This is an optimization exercise on Yosys and OpenROAD, whose aim is small area, not a production implementation. The RTL was checked by simulation tests, not by an equivalence proof against the original design. Power and IR drop assume default switching activity. The flow treats the clock pin as an ideal source, which a real chip does not have.

**run.sh**
```bash
#!/bin/bash
# synth_recipe.tcl (not shown) runs the flow's synth.tcl, then flattens the netlist and writes it again
# the make line also repeats each setting of config.mk as NAME=value (left out here)
make -C /OpenROAD-flow-scripts/flow DESIGN_CONFIG=/design/flow/config.mk WORK_HOME=/design/flow/orfs CLKGATE_MAP_FILE= SYNTH_SCRIPT=/design/flow/synth_recipe.tcl finish
```
**config.mk**
```make
export PLATFORM = sky130hd
export DESIGN_NAME = data_memory_responder
export DESIGN_NICKNAME = data_memory_responder
export VERILOG_FILES = /design/flow/design.v
export SDC_FILE = /design/flow/constraint.sdc
export NUM_CORES = 4
export LEC_CHECK = 0
export CAP_MARGIN = 20
export CORE_MARGIN = 2
export CORE_UTILIZATION = 65
export CTS_BUF_LIST = sky130_fd_sc_hd__clkbuf_16
export CTS_CLUSTER_DIAMETER = 80
export CTS_CLUSTER_SIZE = 30
export PLACE_DENSITY = 0.75
export SLEW_MARGIN = 20
```
**constraint.sdc**
```tcl
create_clock -name core_clock -period 5.0 [get_ports {CLK}]
set_input_delay 1.0000 -clock core_clock [delete_from_list [all_inputs] [get_ports {CLK}]]
set_output_delay 1.0000 -clock core_clock [all_outputs]
set_load 0.01 [all_outputs]
```
**design.v**
```verilog
module data_memory_responder #(
  parameter int DEPTH       = 32,
  parameter int WAIT_STATES = 2
) (
  input  logic        CLK,
  input  logic        RESET_N,
  input  logic        MemRead_control,
  input  logic        MemWrite_control,
  input  logic [63:0] Address,
  input  logic [63:0] Write_data,
  output logic [63:0] Read_data,
  output logic        Mem_ready,
  output logic        Mem_busy,
  output logic        Mem_error
);
  logic [1:0]  state, state_nxt;
  logic [1:0]  rot, rot_nxt;
  logic [2:0]  since_rst;      
  logic        idle, accept, live_mis, hold_buf;
  logic        cap_ld, cap_st, cap_mis, wr_pend, wr_pend_nxt;
  logic [4:0]  cap_idx, idx_nxt;
  logic [63:0] dbuf, dbuf_nxt;
  logic [63:0] ring [8][4];
  logic [7:0]  wr_fire, wr_fire_nxt, wr_keep;
  logic [15:0] tap_sel, tap_sel_nxt;
  logic        rd_live, rd_buf_sel, ld_nxt, commit_nxt;
  assign live_mis = |Address[2:0];
  assign idle      = (state == 2'd0);
  assign accept    = idle && (MemRead_control ^ MemWrite_control);
  assign state_nxt = (!idle || accept) ? state + 2'd1 : state;
  assign rot_nxt   = rot + 2'd1;
  assign idx_nxt   = idle ? Address[7:3] : cap_idx;
  always_ff @(posedge CLK or negedge RESET_N) begin
    if (!RESET_N) begin
      state     <= 2'd0;
      rot       <= 2'd0;
      since_rst <= 3'd0;
    end else begin
      state     <= state_nxt;
      rot       <= rot_nxt;
      since_rst <= {since_rst[1:0], 1'b1};
    end
  end
  always_ff @(posedge CLK) begin
    if (idle) begin
      cap_idx <= Address[7:3];
      cap_ld  <= MemRead_control && !live_mis;
      cap_st  <= MemWrite_control && !live_mis;
      cap_mis <= live_mis;
    end
  end
  always_comb begin
    wr_pend_nxt = accept ? (MemWrite_control && !live_mis) : (wr_pend && !(|wr_fire));
    for (int r = 0; r < 8; r++)
      wr_fire_nxt[r] = wr_pend_nxt && (idx_nxt[4:2] == 3'(r)) && (2'(idx_nxt[1:0] + rot_nxt) == 2'd3);
  end
  always_ff @(posedge CLK or negedge RESET_N) begin
    if (!RESET_N) begin
      wr_pend <= 1'b0;
      wr_fire <= '0;
      wr_keep <= '0;
    end else begin
      wr_pend <= wr_pend_nxt;
      wr_fire <= wr_fire_nxt;
      wr_keep <= ~wr_fire_nxt & {8{since_rst[2]}};
    end
  end
  always_ff @(posedge CLK) begin
    for (int r = 0; r < 8; r++) begin
      ring[r][0] <= ({64{wr_fire[r]}} & dbuf) | ({64{wr_keep[r]}} & ring[r][3]);
      ring[r][1] <= ring[r][0];
      ring[r][2] <= ring[r][1];
      ring[r][3] <= ring[r][2];
    end
  end
  assign ld_nxt = (state_nxt != 2'd0) && (idle ? (MemRead_control && !live_mis) : cap_ld);
  always_comb begin
    for (int r = 0; r < 8; r++) begin
      tap_sel_nxt[2*r]   = ld_nxt && (idx_nxt[4:2] == 3'(r)) && (2'(idx_nxt[1:0] + rot_nxt) == 2'd0);
      tap_sel_nxt[2*r+1] = ld_nxt && (idx_nxt[4:2] == 3'(r)) && (2'(idx_nxt[1:0] + rot_nxt) == 2'd2)
                           && since_rst[1];
    end
  end
  assign hold_buf = !idle && cap_st;
  always_comb begin
    dbuf_nxt = ({64{idle}} & Write_data) | ({64{hold_buf}} & dbuf);
    for (int r = 0; r < 8; r++)
      dbuf_nxt = dbuf_nxt | ({64{tap_sel[2*r]}} & ring[r][0]) | ({64{tap_sel[2*r+1]}} & ring[r][2]);
  end
  always_ff @(posedge CLK or negedge RESET_N) begin
    if (!RESET_N) tap_sel <= '0;
    else tap_sel <= tap_sel_nxt;
  end
  always_ff @(posedge CLK) dbuf <= dbuf_nxt;
  assign commit_nxt = (state_nxt == 2'd2) && cap_ld;
  always_ff @(posedge CLK or negedge RESET_N) begin
    if (!RESET_N) begin
      rd_live    <= 1'b0;
      rd_buf_sel <= 1'b0;
    end else begin
      rd_live    <= commit_nxt && !(idx_nxt[0] ^ rot_nxt[0]);
      rd_buf_sel <= commit_nxt &&  (idx_nxt[0] ^ rot_nxt[0]);
    end
  end
  always_ff @(posedge CLK or negedge RESET_N) begin
    if (!RESET_N) Read_data <= '0;
    else if (rd_live) Read_data <= dbuf_nxt;
    else if (rd_buf_sel) Read_data <= dbuf;
  end
  assign Mem_busy  = !idle;
  assign Mem_ready = (state == 2'd3);
  assign Mem_error = Mem_ready && cap_mis;
endmodule
```
==> results of run 1 <==
[cells in the final DEF, fill, tap and decap left out, types with 2 or more instances in the layout]
master / count
a211oi_1: 64
a21boi_0: 3
a221oi_1: 38
a222oi_1: 122
a22o_1: 548
a22oi_1: 318
a31oi_1: 64
and2_1: 4
and3_1: 3
buf_12: 3
buf_4: 38
clkbuf_16: 89
clkdlybuf4s50_1: 141
dfrtp_1: 72
dfrtp_4: 34
dfxtp_1: 2118
edfxtp_1: 2
ha_1: 3
inv_1: 56
mux2i_1: 2
mux2i_2: 2
nand2_1: 82
nand2b_1: 2
nand3_1: 94
nand4_1: 32
nor2_1: 69
nor2b_1: 70
nor3_1: 18
nor3_2: 2
nor4_2: 3
xnor2_1: 3
[critical path, stage by stage, from the launching register on]
cell and delay (ps):
dfrtp_1 420, inv_1 140, ha_4 450, inv_2 100
clkdlybuf4s50_1 500
[layer usage]
metal,routed length (um),global-route usage (%)
met1,66900,50.02
met2,65570,48.56
met3,14250,4.162
met4,4746,10.67
met5,0,0
[power breakdown]
part	internal, mW	total (mW)	switching, mW
sequential	18.5	19.7	1.23
clock	3.32	8.44	5.12
combinational	1.40	3.07	1.68
total	23.2	31.2	8.03
[metrics by stage]
| step | hold slack, ps | setup slack (ps) |
|---|---|---|
| floorplan | 309.6 | 2065 |
| global placement | 309.7 | 1855 |
| detailed placement | 312.1 | 1808 |
| CTS | 325.4 | 1637 |
| global route | 334.0 | 1624 |
| finish | 325.6 | 1713 |
[registers in the layout, indices dropped and copies added, names as in the netlist, 3 cells and up]
register   count
Read_data     64
cap_idx        5
dbuf          64
ring        2048
since_rst      3
tap_sel       16
wr_fire        8
wr_keep        8
[final cells by class]
class / instances / area share (%)
multi-input cells: 1561 / 18.84
well taps: 1165 / 2.321
clock inverters: 51 / 0.3686
flip-flops and latches: 2226 / 72.05
inverters: 10 / 0.05978
clock buffers: 89 / 3.547
repair buffers: 183 / 2.815
[kinds of logic (layout without fill, tap and decap cells)]
| group | Yosys count | in the layout | synth area share (%) |
|---|---|---|---|
| mux | 6 | 6 | 0.1397 |
| fa+ha+maj | 4 | 4 | 0.08595 |
| xor+xnor | 6 | 6 | 0.1268 |
| other cells | 1 | 1 | 0.006440 |
| buf+inv | 342 | 333 | 2.245 |
| simple gates | 385 | 385 | 3.333 |
| flops | 2226 | 2226 | 77.48 |
| compound gates | 1159 | 1159 | 16.59 |
[worst max path at each step]
stage,to,slack [ps],cells after the start
after floorplan,wr_keep[1],2060,12
after global placement,wr_keep[0],1850,8
after CTS,Mem_busy,1640,4
after detailed placement,wr_keep[0],1810,8
after global routing,Mem_busy,1620,4
final,Mem_busy,1710,4
==> results.sh, run 1 <==
export IMPL_rsz0062_at_grt="no"
export IMPL_r2r_end="Read_data[6]"
export IMPL_drtIter0Drc=4243
export IMPL_synth_avg_cell_area_um2=14.10
export IMPL_final_nets=4202
export IMPL_holdPathStages=0
export IMPL_cellLeakagePower_nw=24.24
export IMPL_fin_cells=5285
export IMPL_cts_setup_buffers=0
export IMPL_synth_net_count=4265
export IMPL_skew_ps=24.15
export IMPL_synthTopCellsByCount="dfxtp_1 (2,118), a22o_1 (548), a22oi_1 (318)"
export IMPL_drive_above_1_share_pct=4.490
export IMPL_multi_input_area_um2=11830
export IMPL_finalCritPeriodShare_pct=65.74
export IMPL_final_max_slew_viol_count=0
export IMPL_yosysSeqAreaShare_pct=77.48
export IMPL_fill_cells=5952
export IMPL_hold_path_startpoint="ring[29][4]"
export IMPL_cts_tree="built"
export IMPL_routed_via_density=6.482
export IMPL_initial_core_util_pct=65.69
export IMPL_cts_resized=0
export IMPL_fmax_ghz=0.3042
export IMPL_diodes=0
export IMPL_drt_total_wl_mm=151.5
export IMPL_ctsHoldBuffers=0
export IMPL_coreArea_um2=88650
export IMPL_grt_pass1_vias=33499
export IMPL_fp_row_count=109
export IMPL_place_inst=5145
export IMPL_yosysWarnings=2
export IMPL_cellPowerDensity_nw_per_um2=497.0
export IMPL_reg2reg_depth=8
export IMPL_startpoint="state[0]"
export IMPL_worst_pin_slew_ps=1164
export IMPL_die_w_um=303.3
export IMPL_maxCapViolations=0
export IMPL_status="no timing/DRC/antenna violations"
export IMPL_critPathLaunchType="flop"
export IMPL_crit_fanout=22
export IMPL_r2r_start="state[0]"
export IMPL_gp_congestion=0.7625
export IMPL_r2r_slack_ps=1980
export IMPL_clock_latency_ps=680
export IMPL_area_sequential_um2=45240
export IMPL_yosys_area_top_type="dfxtp_1"
export IMPL_clock_sinks=2226
export IMPL_syn_area_um2=58230
export IMPL_synth_cells=4129
export IMPL_die_area_um2=91990
export IMPL_grt_max_degree=73
export IMPL_synth_async_sr_flop_share_pct=4.762
export IMPL_htree_levels=3
export IMPL_slew_headroom_pct=22.41
export IMPL_arrival_ps=2290
export IMPL_end_kind="output pin"
export IMPL_power_mw=31.21
export IMPL_crit_type="reg -> out"
export IMPL_final_core_util_pct=70.84
export IMPL_antenna_left=0
export IMPL_antenna_found_initial=0
export IMPL_drc=0
export IMPL_fp_dieH_um=303.3
export IMPL_port_buffers=142
export IMPL_ir_drop_v=0.0005068
export IMPL_min_period_ps=3287
export IMPL_synth_edf_count=2
export IMPL_grt_ovfl_total=0
export IMPL_via_count=34257
export IMPL_cts_buffers=84
export IMPL_finalHoldViolCount=0
export IMPL_areaGrowthSynthToFinish_pct=7.841
export IMPL_gr_usage_all_layers_pct=32.69
export IMPL_synth_ff_type="dfxtp_1"
export IMPL_grt_pass1_wl_mm=220.3
export IMPL_ys_ff_latch=2226
export IMPL_post_dp_hpwl_mm=76.36
export IMPL_holdPathEnd="ring[30][4]"
export IMPL_dpl_cell_area_um2=60330
export IMPL_setup_tns_ps=0
export IMPL_worstPathRequired_ps=4000
export IMPL_hold_class="reg -> reg"
export IMPL_synth_top_area_share_pct=72.82
export IMPL_yosysMostFrequentCell="dfxtp_1"
export IMPL_setup_viol=0
export IMPL_ys_types=44
export IMPL_firstDrtPassIters=8
export IMPL_yosys_top_cells_area="dfxtp_1 (73%), a22o_1 (8.2%), dfrtp_1 (4.6%)"
export IMPL_wl_per_cell_um=28.66
export IMPL_clock_path_buffers=3
export IMPL_cts_root_buf="clkbuf_16"
export IMPL_io_pins=199
export IMPL_clkSlewWorstSetupHoldPaths_ps=110
export IMPL_final_area_um2=62790
==> run 2: changes to the inputs <==
==> flow/run.sh (new file) <==
#!/bin/bash
# Standard synthesis and layout, with plain buf_1 port buffers and a clock tree of our own settings.
set -euo pipefail
bash standard.sh synth > synth.log 2>&1
bash standard.sh finish \
  BUFFER_PORTS_ARGS="-buffer_cell sky130_fd_sc_hd__buf_1" \
  CTS_ARGS="-sink_clustering_enable -repair_clock_nets -dont_use_dummy_load -buf_list sky130_fd_sc_hd__clkbuf_16 -sink_clustering_size 30 -sink_clustering_max_diameter 80" \
  > layout.log 2>&1
==> standard.sh (new file) <==
#!/bin/bash
# synth_recipe.tcl (not shown) runs the flow's synth.tcl, then flattens the netlist and writes it again
# the make line also repeats each setting of config.mk as NAME=value (left out here)
make -C /OpenROAD-flow-scripts/flow DESIGN_CONFIG=/design/flow/config.mk WORK_HOME=/design/flow/orfs CLKGATE_MAP_FILE= SYNTH_SCRIPT=/design/flow/synth_recipe.tcl "${@:-finish}"
--- a/config.mk
+++ b/config.mk
@@ -8,8 +8,5 @@
 export CAP_MARGIN = 20
 export CORE_MARGIN = 2
 export CORE_UTILIZATION = 65
-export CTS_BUF_LIST = sky130_fd_sc_hd__clkbuf_16
-export CTS_CLUSTER_DIAMETER = 80
-export CTS_CLUSTER_SIZE = 30
 export PLACE_DENSITY = 0.75
 export SLEW_MARGIN = 20
removed: run.sh
==> results.sh, run 2 <==
export IMPL_clkSlewWorstSetupHoldPaths_ps=100
export IMPL_gr_usage_all_layers_pct=32.65
export IMPL_ir_drop_v=0.0006031
export IMPL_fill_cells=6067
export IMPL_yosysSeqAreaShare_pct=77.48
export IMPL_hold_path_startpoint="ring[22][41]"
export IMPL_yosys_top_cells_area="dfxtp_1 (73%), a22o_1 (8.2%), dfrtp_1 (4.6%)"
export IMPL_die_area_um2=91990
export IMPL_drc=0
export IMPL_die_w_um=303.3
export IMPL_wl_per_cell_um=29.03
export IMPL_areaGrowthSynthToFinish_pct=5.851
export IMPL_drt_total_wl_mm=152.0
export IMPL_cts_resized=0
export IMPL_fmax_ghz=0.3012
export IMPL_crit_type="reg -> out"
export IMPL_initial_core_util_pct=65.69
export IMPL_drtIter0Drc=4374
export IMPL_r2r_start="state[0]"
export IMPL_ys_ff_latch=2226
export IMPL_final_nets=4206
export IMPL_cts_root_buf="clkbuf_16"
export IMPL_io_pins=199
export IMPL_drive_above_1_share_pct=4.400
export IMPL_cpPeakStageDelay_ps=650
export IMPL_synth_cells=4129
export IMPL_cp_cell_sequence="inv_1 -> ha_4 -> buf_4 -> inv_2 -> buf_1"
export IMPL_cellLeakagePower_nw=23.56
export IMPL_critPathLaunchType="flop"
export IMPL_reg_top3="ring: 2048 flops, Read_data: 64 flops, dbuf: 64 flops"
export IMPL_rsz0062_at_grt="no"
export IMPL_finalCritPeriodShare_pct=66.41
export IMPL_arrival_ps=2320
export IMPL_clock_path_buffers=3
export IMPL_top_register="ring"
export IMPL_syn_area_um2=58230
export IMPL_layout_common_cells="dfxtp_1 (2,118), a22o_1 (548), a22oi_1 (318)"
export IMPL_fin_cells=5236
export IMPL_synth_async_sr_flop_share_pct=4.762
export IMPL_yosysWarnings=2
export IMPL_holdPathStages=0
export IMPL_largest_reg_flops=2048
export IMPL_r2r_slack_ps=2160
export IMPL_synth_compound_area_share_pct=16.59
export IMPL_fp_row_count=109
export IMPL_cp_slowest_cell="buf_4"
export IMPL_min_period_ps=3321
export IMPL_setup_viol=0
export IMPL_final_max_slew_viol_count=0
export IMPL_antenna_left=0
export IMPL_worstPathRequired_ps=4000
export IMPL_status="no timing/DRC/antenna violations"
export IMPL_synth_top_family_by_area="compound AO/OA/AOI/OAI gates"
export IMPL_slew_headroom_pct=20.46
export IMPL_grt_pass1_vias=33428
export IMPL_finalHoldViolCount=0
export IMPL_path_buf_inv=4
export IMPL_synth_avg_cell_area_um2=14.10
export IMPL_synth_top_area_share_pct=72.82
export IMPL_reg2reg_depth=8
export IMPL_synth_edf_count=2
export IMPL_post_dp_hpwl_mm=76.57
export IMPL_htree_levels=3
export IMPL_via_count=34098
export IMPL_cp_top_family="buffers and inverters"
export IMPL_routed_via_density=6.512
export IMPL_yosys_area_top_type="dfxtp_1"
export IMPL_port_buffers=142
export IMPL_grt_pass1_wl_mm=219.9
export IMPL_setup_tns_ps=0
export IMPL_synthSimpleGateAreaFrac_pct=3.333
export IMPL_synthXorXnorAreaFrac_pct=0.1268
export IMPL_worst_pin_slew_ps=1193
export IMPL_synthTopCellsByCount="dfxtp_1 (2,118), a22o_1 (548), a22oi_1 (318)"
export IMPL_synth_ff_type="dfxtp_1"
export IMPL_skew_ps=40.58
export IMPL_maxCapViolations=0
export IMPL_clock_latency_ps=680
export IMPL_grt_ovfl_total=0
export IMPL_place_inst=5148
export IMPL_ctsHoldBuffers=0
export IMPL_crit_fanout=39
export IMPL_synthAdderAreaFrac_pct=0.08595
export IMPL_synth_net_count=4265
export IMPL_end_kind="output pin"
export IMPL_synthMuxAreaShare_pct=0.1397
export IMPL_cts_tree="built"
export IMPL_layout_commonest_cell="dfxtp_1"
export IMPL_firstDrtPassIters=6
export IMPL_r2r_end="wr_keep[5]"
export IMPL_hold_class="reg -> reg"
export IMPL_grt_max_degree=81
export IMPL_cellPowerDensity_nw_per_um2=494.3
export IMPL_gp_congestion=0.7583
export IMPL_antenna_found_initial=3
export IMPL_ys_types=44
export IMPL_holdPathEnd="ring[23][41]"
export IMPL_yosysMostFrequentCell="dfxtp_1"
export IMPL_clock_sinks=2226
export IMPL_cts_buffers=85
export IMPL_fp_dieH_um=303.3
export IMPL_coreArea_um2=88650
export IMPL_cts_setup_buffers=0
==> run 2: cell counts after synthesis <==
Identical to the previous run, type by type.
==> run 2: per-stage QoR <==
stage	area, um^2	power [mW]	worst slack, ps	hold slack [ps]	util, %
2_1_floorplan	58230	21.41	2065	309.6	-
3_3_place_gp	59470	22.65	2154	309.8	67.09
3_5_place_dp	59500	22.74	2104	312.1	67.12
4_1_cts	61630	30.44	1672	310.9	69.52
5_1_grt	61630	31.45	1572	313.3	69.53
6_report	61640	30.46	1679	312.7	69.53
==> run 2: layer usage <==
layer	wire length (um)	GRT usage (%)	vias up
met1	64880	48.64	17082
met3	15540	5.533	315
met2	67000	49.16	1847
li1	-	-	14852
met5	17	0	-
met4	4562	10.18	2
==> run 2: worst max-delay path by stage <==
| stage | start | depth (start not counted) | endpoint |
|---|---|---|---|
| finish | state[0] | 5 | Mem_busy |
| global route | state[0] | 5 | Mem_busy |
| CTS | state[0] | 5 | Mem_busy |
| detailed placement | state[0] | 8 | wr_keep[5] |
| global placement | state[0] | 8 | wr_fire[5] |
| floorplan | state[0] | 12 | wr_keep[1] |
==> run 2: report_power, final <==
part           switching (mW)  total, mW  internal, mW
Combinational            1.72       2.77          1.04
Sequential               1.19       19.7          18.5
Clock                    4.96       8.04          3.08
==> run 2: logic make-up (layout without fill, tap and decap cells) <==
group                    Yosys count  after routing
AO/OA/AOI/OAI                   1159           1159
AND/OR/NAND/NOR                  385            385
other                              1              4
XOR/XNOR                           6              6
adder cells (fa/ha/maj)            4              4
flip-flops                      2226           2226
multiplexers                       6              6
buffers and inverters            342            281
==> run 2: cell type report <==
type | instances | area, um^2 | area share [%]
multi-input cells | 1561 | 11830 | 19.19
well taps | 1165 | 1458 | 2.365
inverters | 10 | 37.54 | 0.06090
repair buffers | 186 | 937.1 | 1.520
diodes | 3 | 7.507 | 0.01218
clock buffers | 85 | 2127 | 3.451
flip-flops and latches | 2226 | 45240 | 73.40

[what the ideal ports hide]
How much do the figures lean on ideal ports? The routed layouts below were timed once more, with nothing changed but the port constraints. Step 1 sets driving cells, clkbuf_16 on the clock port and buf_2 on the other inputs (assumed; they add their load-dependent delay and slew). Step 2 times the ports against the registers' clock, not the clock port: input delays grow and output delays shrink by t, the midpoint of the rising clock arrivals with the driver on. a / b / c = no drivers / after step 1 / after step 2; a / b = the first two.
| run | t, ns | setup slack, ns | hold slack, ns | latest minus earliest clock arrival (ns) | worst register clock-pin slew, ns |
|---|---|---|---|---|---|
| run 1 | 0.744 | 1.713 / 1.639 / 1.830 | 0.326 / 0.326 / 0.326 | 0.025 / 0.025 | 0.11 / 0.11 |
| run 2 | 0.716 | 1.679 / 1.615 / 2.160 | 0.313 / 0.313 / 0.313 | 0.058 / 0.057 | 0.11 / 0.11 |
After both steps setup and hold are still met in every run listed.
